Context: an optimization exercise on an open-source flow, tuned for small area and a short achievable clock period. The choices shown serve that exercise and are no tape-out recipe.
Function was checked by simulation only, so behaviour that the tests miss may differ from the original.

`design.v`:
```
package fp32_pkg;
  localparam int unsigned WIDTH   = 32;
  localparam int unsigned EXP_W   = 8;
  localparam int unsigned MAN_W   = 23;
  localparam int unsigned EXPS_W  = 10;
  localparam int unsigned PROD_W  = 48;
  localparam int unsigned BIAS    = 127;
  localparam int unsigned EXP_MAX = 255;
  localparam int unsigned LATENCY = 4;
  localparam logic [WIDTH-1:0] QNAN = 32'h7FC0_0000;
  typedef struct packed {
    logic             sign;
    logic [EXP_W-1:0] exp;
    logic [MAN_W-1:0] man;
  } fp32_t;
  typedef struct packed {
    logic zero;
    logic inf;
    logic nan;
  } fp_class_t;
  function automatic fp_class_t classify(input fp32_t x);
    classify = {(x.exp == '0),
            (x.exp == '1) && (x.man == '0),
            (x.exp == '1) && (x.man != '0)};
  endfunction
endpackage
module fp32_round_ne
(
  input  logic        [fp32_pkg::PROD_W-1:0] prod_i,
  input  logic signed [fp32_pkg::EXPS_W-1:0] exp_i,
  output logic        [fp32_pkg::MAN_W-1:0]  man_o,
  output logic signed [fp32_pkg::EXPS_W-1:0] exp_o
);
  logic [fp32_pkg::MAN_W-1:0]         man_pre;
  logic                     guard, rnd, sticky, up;
  logic signed [fp32_pkg::EXPS_W-1:0] exp_n;
  logic [fp32_pkg::MAN_W:0]           sum;
  always_comb begin
    if (prod_i[47]) begin
      man_pre = prod_i[46:24];
      guard   = prod_i[23];
      rnd     = prod_i[22];
      sticky  = |prod_i[21:0];
      exp_n   = exp_i + 10'sd1;
    end else begin
      man_pre = prod_i[45:23];
      guard   = prod_i[22];
      rnd     = prod_i[21];
      sticky  = |prod_i[20:0];
      exp_n   = exp_i;
    end
    up    = guard & (rnd | sticky | man_pre[0]);
    sum   = {1'b0, man_pre} + {{fp32_pkg::MAN_W{1'b0}}, up};
    man_o = sum[fp32_pkg::MAN_W-1:0];
    exp_o = sum[fp32_pkg::MAN_W] ? exp_n + 10'sd1 : exp_n;
  end
endmodule
module fp32_mult_pipelined
(
  input  logic             clk,
  input  logic             rst_n,
  input  logic             start,
  input  logic [fp32_pkg::WIDTH-1:0] a,
  input  logic [fp32_pkg::WIDTH-1:0] b,
  output logic [fp32_pkg::WIDTH-1:0] result,
  output logic             done,
  output logic             overflow,
  output logic             underflow
);
  logic                     v0_q, v1_q, v2_q, v3_q;
  fp32_pkg::fp32_t                    a0_q, b0_q;
  logic                     sa1_q, sb1_q, s2_q, s3_q;
  logic [fp32_pkg::EXP_W-1:0]         ea1_q, eb1_q;
  logic [fp32_pkg::MAN_W:0]           ma1_q, mb1_q;
  fp32_pkg::fp_class_t                ca, cb, cls1_d, cls1_q, cls2_q, cls3_q;
  logic signed [fp32_pkg::EXPS_W-1:0] e2_d, e2_q, e3_d, e3_q;
  logic [fp32_pkg::PROD_W-1:0]        p2_d, p2_q;
  logic [fp32_pkg::MAN_W-1:0]         m3_d, m3_q;
  logic [fp32_pkg::WIDTH-1:0]         result_d, result_q;
  logic                     ovf_d, ovf_q, unf_d, unf_q, done_q;
  always_comb begin
    ca = fp32_pkg::classify(a0_q);
    cb = fp32_pkg::classify(b0_q);
    cls1_d.nan  = ca.nan | cb.nan | (ca.inf & cb.zero) | (ca.zero & cb.inf);
    cls1_d.inf  = ca.inf | cb.inf;
    cls1_d.zero = ca.zero | cb.zero;
  end
  always_comb begin
    e2_d = $signed({2'b00, ea1_q}) + $signed({2'b00, eb1_q}) - $signed(10'(fp32_pkg::BIAS));
    p2_d = fp32_pkg::PROD_W'(ma1_q) * fp32_pkg::PROD_W'(mb1_q);
  end
  fp32_round_ne u_round (
    .prod_i (p2_q),
    .exp_i  (e2_q),
    .man_o  (m3_d),
    .exp_o  (e3_d)
  );
  always_comb begin
    result_d = result_q;
    ovf_d    = ovf_q;
    unf_d    = unf_q;
    if (v3_q) begin
      ovf_d = 1'b0;
      unf_d = 1'b0;
      if (cls3_q.nan) begin
        result_d = fp32_pkg::QNAN;
      end else if (cls3_q.inf) begin
        result_d = {s3_q, 8'hFF, 23'h0};
      end else if (cls3_q.zero) begin
        result_d = {s3_q, 31'h0};
      end else if (e3_q >= $signed(10'(fp32_pkg::EXP_MAX))) begin
        result_d = {s3_q, 8'hFF, 23'h0};
        ovf_d    = 1'b1;
      end else if (e3_q <= 10'sd0) begin
        result_d = {s3_q, 31'h0};
        unf_d    = 1'b1;
      end else begin
        result_d = {s3_q, e3_q[fp32_pkg::EXP_W-1:0], m3_q};
      end
    end
  end
  always_ff @(posedge clk or negedge rst_n) begin
    if (!rst_n) begin
      v0_q     <= 1'b0;
      a0_q     <= '0;
      b0_q     <= '0;
      v1_q     <= 1'b0;
      sa1_q    <= 1'b0;
      sb1_q    <= 1'b0;
      ea1_q    <= '0;
      eb1_q    <= '0;
      ma1_q    <= '0;
      mb1_q    <= '0;
      cls1_q   <= '0;
      v2_q     <= 1'b0;
      s2_q     <= 1'b0;
      e2_q     <= '0;
      p2_q     <= '0;
      cls2_q   <= '0;
      v3_q     <= 1'b0;
      s3_q     <= 1'b0;
      e3_q     <= '0;
      m3_q     <= '0;
      cls3_q   <= '0;
      result_q <= '0;
      done_q   <= 1'b0;
      ovf_q    <= 1'b0;
      unf_q    <= 1'b0;
    end else begin
      v0_q     <= start;
      a0_q     <= a;
      b0_q     <= b;
      v1_q     <= v0_q;
      sa1_q    <= a0_q.sign;
      sb1_q    <= b0_q.sign;
      ea1_q    <= a0_q.exp;
      eb1_q    <= b0_q.exp;
      ma1_q    <= {1'b1, a0_q.man};
      mb1_q    <= {1'b1, b0_q.man};
      cls1_q   <= cls1_d;
      v2_q     <= v1_q;
      s2_q     <= sa1_q ^ sb1_q;
      e2_q     <= e2_d;
      p2_q     <= p2_d;
      cls2_q   <= cls1_q;
      v3_q     <= v2_q;
      s3_q     <= s2_q;
      e3_q     <= e3_d;
      m3_q     <= m3_d;
      cls3_q   <= cls2_q;
      result_q <= result_d;
      done_q   <= v3_q;
      ovf_q    <= ovf_d;
      unf_q    <= unf_d;
    end
  end
  assign result    = result_q;
  assign done      = done_q;
  assign overflow  = ovf_q;
  assign underflow = unf_q;
endmodule
```
`run.sh`:
```
#!/bin/bash
# synth_recipe.tcl (not shown) runs the flow's synth.tcl, then flattens the netlist and writes it again
# the make line also repeats each setting of config.mk as NAME=value (left out here)
make -C /OpenROAD-flow-scripts/flow DESIGN_CONFIG=/design/flow/config.mk WORK_HOME=/design/flow/orfs CLKGATE_MAP_FILE= SYNTH_SCRIPT=/design/flow/synth_recipe.tcl finish
```
`config.mk`:
```
export PLATFORM = sky130hd
export DESIGN_NAME = fp32_mult_pipelined
export DESIGN_NICKNAME = fp32_mult_pipelined
export VERILOG_FILES = /design/flow/design.v
export SDC_FILE = /design/flow/constraint.sdc
export NUM_CORES = 4
export LEC_CHECK = 0
export CAP_MARGIN = 20
export CORE_MARGIN = 2
export CORE_UTILIZATION = 40
export SLEW_MARGIN = 20
```
`constraint.sdc`:
```
create_clock -name core_clock -period 7.0 [get_ports {clk}]
set_input_delay 1.4000 -clock core_clock [delete_from_list [all_inputs] [get_ports {clk}]]
set_output_delay 1.4000 -clock core_clock [all_outputs]
set_load 0.01 [all_outputs]
```
==> results.txt <==
state kept, by name, summed over array words and instances (netlist names), 3 cells and up:
name,count
cls1_q,3
p2_q,48
b0_q,32
mb1_q,23
e2_q,10
eb1_q,8
a0_q,32
result_q,32
e3_q,10
cls2_q,3
ma1_q,24
ea1_q,8
cls3_q,3
m3_q,23
cells by family (layout without fill, tap and decap cells):
family | Yosys count | after routing
buffers and inverters | 714 | 848
other | 1 | 3
DFF | 270 | 270
muxes | 20 | 20
and+or+nand+nor | 866 | 866
xor gates and xnor gates | 97 | 97
AOI/OAI and AO/OA | 231 | 231
adders and majority gates | 676 | 676
stage by stage:
step / cells / util
floorplan: 2875 / -
global placement: 3886 / 0.4431
detailed placement: 3886 / 0.4431
CTS: 3946 / 0.4603
global route: 3949 / 0.4615
finish: 3951 / 0.4616
metal layers:
metal	track usage	vias to the layer above	wire (µm)
li1	-	8904	-
met1	0.2555	10180	29470
met2	0.3373	484	34960
met3	0.02725	103	3064
met4	0.05467	0	1755
met5	0	-	0
worst max path at each step:
stage              from       end  slack [ps]  depth (start not counted)
3_5_place_dp   mb1_q[0]  p2_q[38]         100                         22
4_1_cts        mb1_q[0]  p2_q[46]          80                         22
6_report       ma1_q[6]  p2_q[44]         280                         24
3_3_place_gp   mb1_q[2]  p2_q[41]         180                         21
5_1_grt        ma1_q[6]  p2_q[44]           8                         24
2_1_floorplan  mb1_q[3]  p2_q[38]         640                         24
timing repair:
item,4_1_cts,5_1_grt
endpoints found under the hold margin,0,0
buffers inserted,0,3
resized for setup,0,30
endpoints found under the setup margin,0,16
worst max-delay path: cells and delay by family, from the launching register on:
family	cells	cell delay, ps
compound gates	5	1010
xor+xnor	1	130
fa+ha+maj	8	3670
buf+inv	7	770
simple gates	3	560
flops	1	470
synthesized netlist by cell type (all sizes together), types with 2 or more instances:
cell type	number
nor2b	7
a21oi	70
and4	6
o21a	3
nand3b	2
nor2	52
buf	7
nor4b	2
and2	311
clkbuf	128
o211a	2
nor3b	6
xor2	37
and3	17
xnor2	60
a31oi	8
a211oi	9
nand2	366
nor4	21
nor3	12
nand3	29
mux2i	13
nand4	21
o21bai	13
o22ai	2
mux2	7
o211ai	9
a22o	2
a221oi	4
o41ai	4
inv	579
dfrtp	270
a21o	27
or3	4
fa	483
ha	193
nand2b	3
o21ai	66
a2111oi	2
layout by cell type, fill, tap and decap left out, drive strengths merged, types with 66 or more instances in the layout:
cell type / synthesis / routed
fa: 483 / 483
buf: 7 / 108
a21oi: 70 / 70
and2: 311 / 311
dfrtp: 270 / 270
clkdlybuf4s50: 0 / 100
o21ai: 66 / 66
inv: 579 / 584
ha: 193 / 193
nand2: 366 / 366
layout make-up:
class                      count  area share
multi-input combinational   1891      0.5886
sequential                   270      0.2091
inverter                     579     0.06701
timing repair buffer         209     0.06172
tap                          940     0.03626
clock buffer                  41     0.02858
clock inverter                19    0.008641
antenna                        2   0.0001543
==> results.ini <==
[run_status]
status=finished clean

[finish]
drive_above_1_share=0.07378
regArea_um2=6782
multi_input_area_um2=19090
syn2layout_area_growth_pct=13.79
nNetsFinal=3728
stdcell_area_um2=32430
num-fill-cells=6519

[detailed_routing]
drcViolationCount=0
firstDrtPassIters=5
first_iter_violations=1043
ant_nets=0
wl_um=69250
routedWlPerCell_um=17.53
via_count=19670
viasPerCell=4.978

[placed_design]
numPortBuffers=101
dpl_cell_area_um2=31140
post-place-ws_ps=95.43
gp_congestion=0.9003
hpwl_um=57000

[logic_synthesis]
synth_area_per_cell_um2=9.915
syn_inst=2875
yosys.area_share.simple=0.1559
synth_ff_type=dfrtp_1
syn_area_um2=28500
synth-seq-cells=270
synthArstFlopShare=1.000
synthAdderAreaFrac=0.4239
synth_xor_area_frac=0.02980
synth_nets=3618
synth_cell_type_count=76
synth_compound_area_frac=0.05114
synth_area_leaders=fa_1, dfrtp_1, ha_1
synth_top_family_by_area=adder cells
synth_top_area_cell=fa_1
synth_mux_area_frac=0.007462
synth_edf_count=0
yosys.area.top_type_share=0.3392
yosys_warnings=2
ys_seq_area_frac=0.2370

[worst_hold_path]
hold_depth=0
hold_path_class=reg2reg
min_from=a0_q[31]
min_to=sa1_q

[clock_tree]
cts_tree=built
cts_buffer_depth=3
ctsHtreeMaxLevel=2
hold_buffers=0
cts_root_buffer=clkbuf_16
cts_made_buffers=34
clkTransAtPathRegs_ps=60
clk_latency_ps=560
cts.sinks=270

[floorplanning]
rows=97
io_pins=102
die_area_um2=73410
fp.dieH_um=271.0
dieWidth_um=271.0
start_util=0.4056
core_area_um2=70270

[sta]
skew_ps=32.24
slew_viol_final=0
rsz0062_at_grt=false
hold_ws_ps=346.7
relSlewSlack=0.3250
fin_crit_sh=0.9599
timing.setup.tns_ps=0
tightest_slew_ps=1013
hold_viol_final=0
timing.fmax_ghz=0.1488
setup_viol=0
finalCriticalPeriod_ps=6719
worst_slack_ps=280.8

[global_routing]
grt_pass1_vias=21570
grt_pass1_wl_um=113900
gr-usage-all-layers=0.1951
gr-total-overflow=0
grt_max_degree=175
antenna_found_initial=2

[setup_path]
reg2regPathDepth=24
worst_path_max_delay_cell=fa_1
setup.worst_path.end_class=flip-flop
crit_chain=buf_4 > buf_4 > and2_1 > fa_1 > fa_1 > inv_1 > fa_1 > inv_1 > fa_1 > fa_1 > fa_1 > inv_1 > fa_1 > inv_1 > ha_1 > buf_4 > and4_1 > and3_1 > a311oi_1 > a21o_1 > o211a_1 > o21ai_1 > a21oi_1 > xnor2_1
crit_top_cell=fa_1
ff2ff_setup_slack_ps=280
required_ps=7460
r2r_start=ma1_q[6]
rr_endpoint=p2_q[44]
crit_type=reg2reg
critical_path_arrival_ps=7180
max_stage_delay_ps=560
critPathLaunchType=flip-flop
critPathMaxFanout=8

[job]
max_cap_violations=0

[afterwards: timing with drivers on the ports]
No port has a modelled driver above. Below, the same layout with a new extraction and two added sets of constraints.
Step 1 assumes that a clkbuf_16 drives the clock port and a buf_2 every other input.
Step 2, shift: input delay + t, output delay - t, t = (earliest + latest rising clock arrival at the registers) / 2. This alone moves slack from input paths to output paths.
Slacks: ideal ports / drivers / drivers and shift; pairs: ideal ports / drivers.
shift t [ns]: 0.599
slack for setup (ns): 0.281 / 0.281 / 0.281
clock arrival spread, ns: 0.034 / 0.033
After both steps setup and hold are still met in this run. The setup slack of this run moves by 0.000 ns with the drivers and by 0.000 ns with both steps.
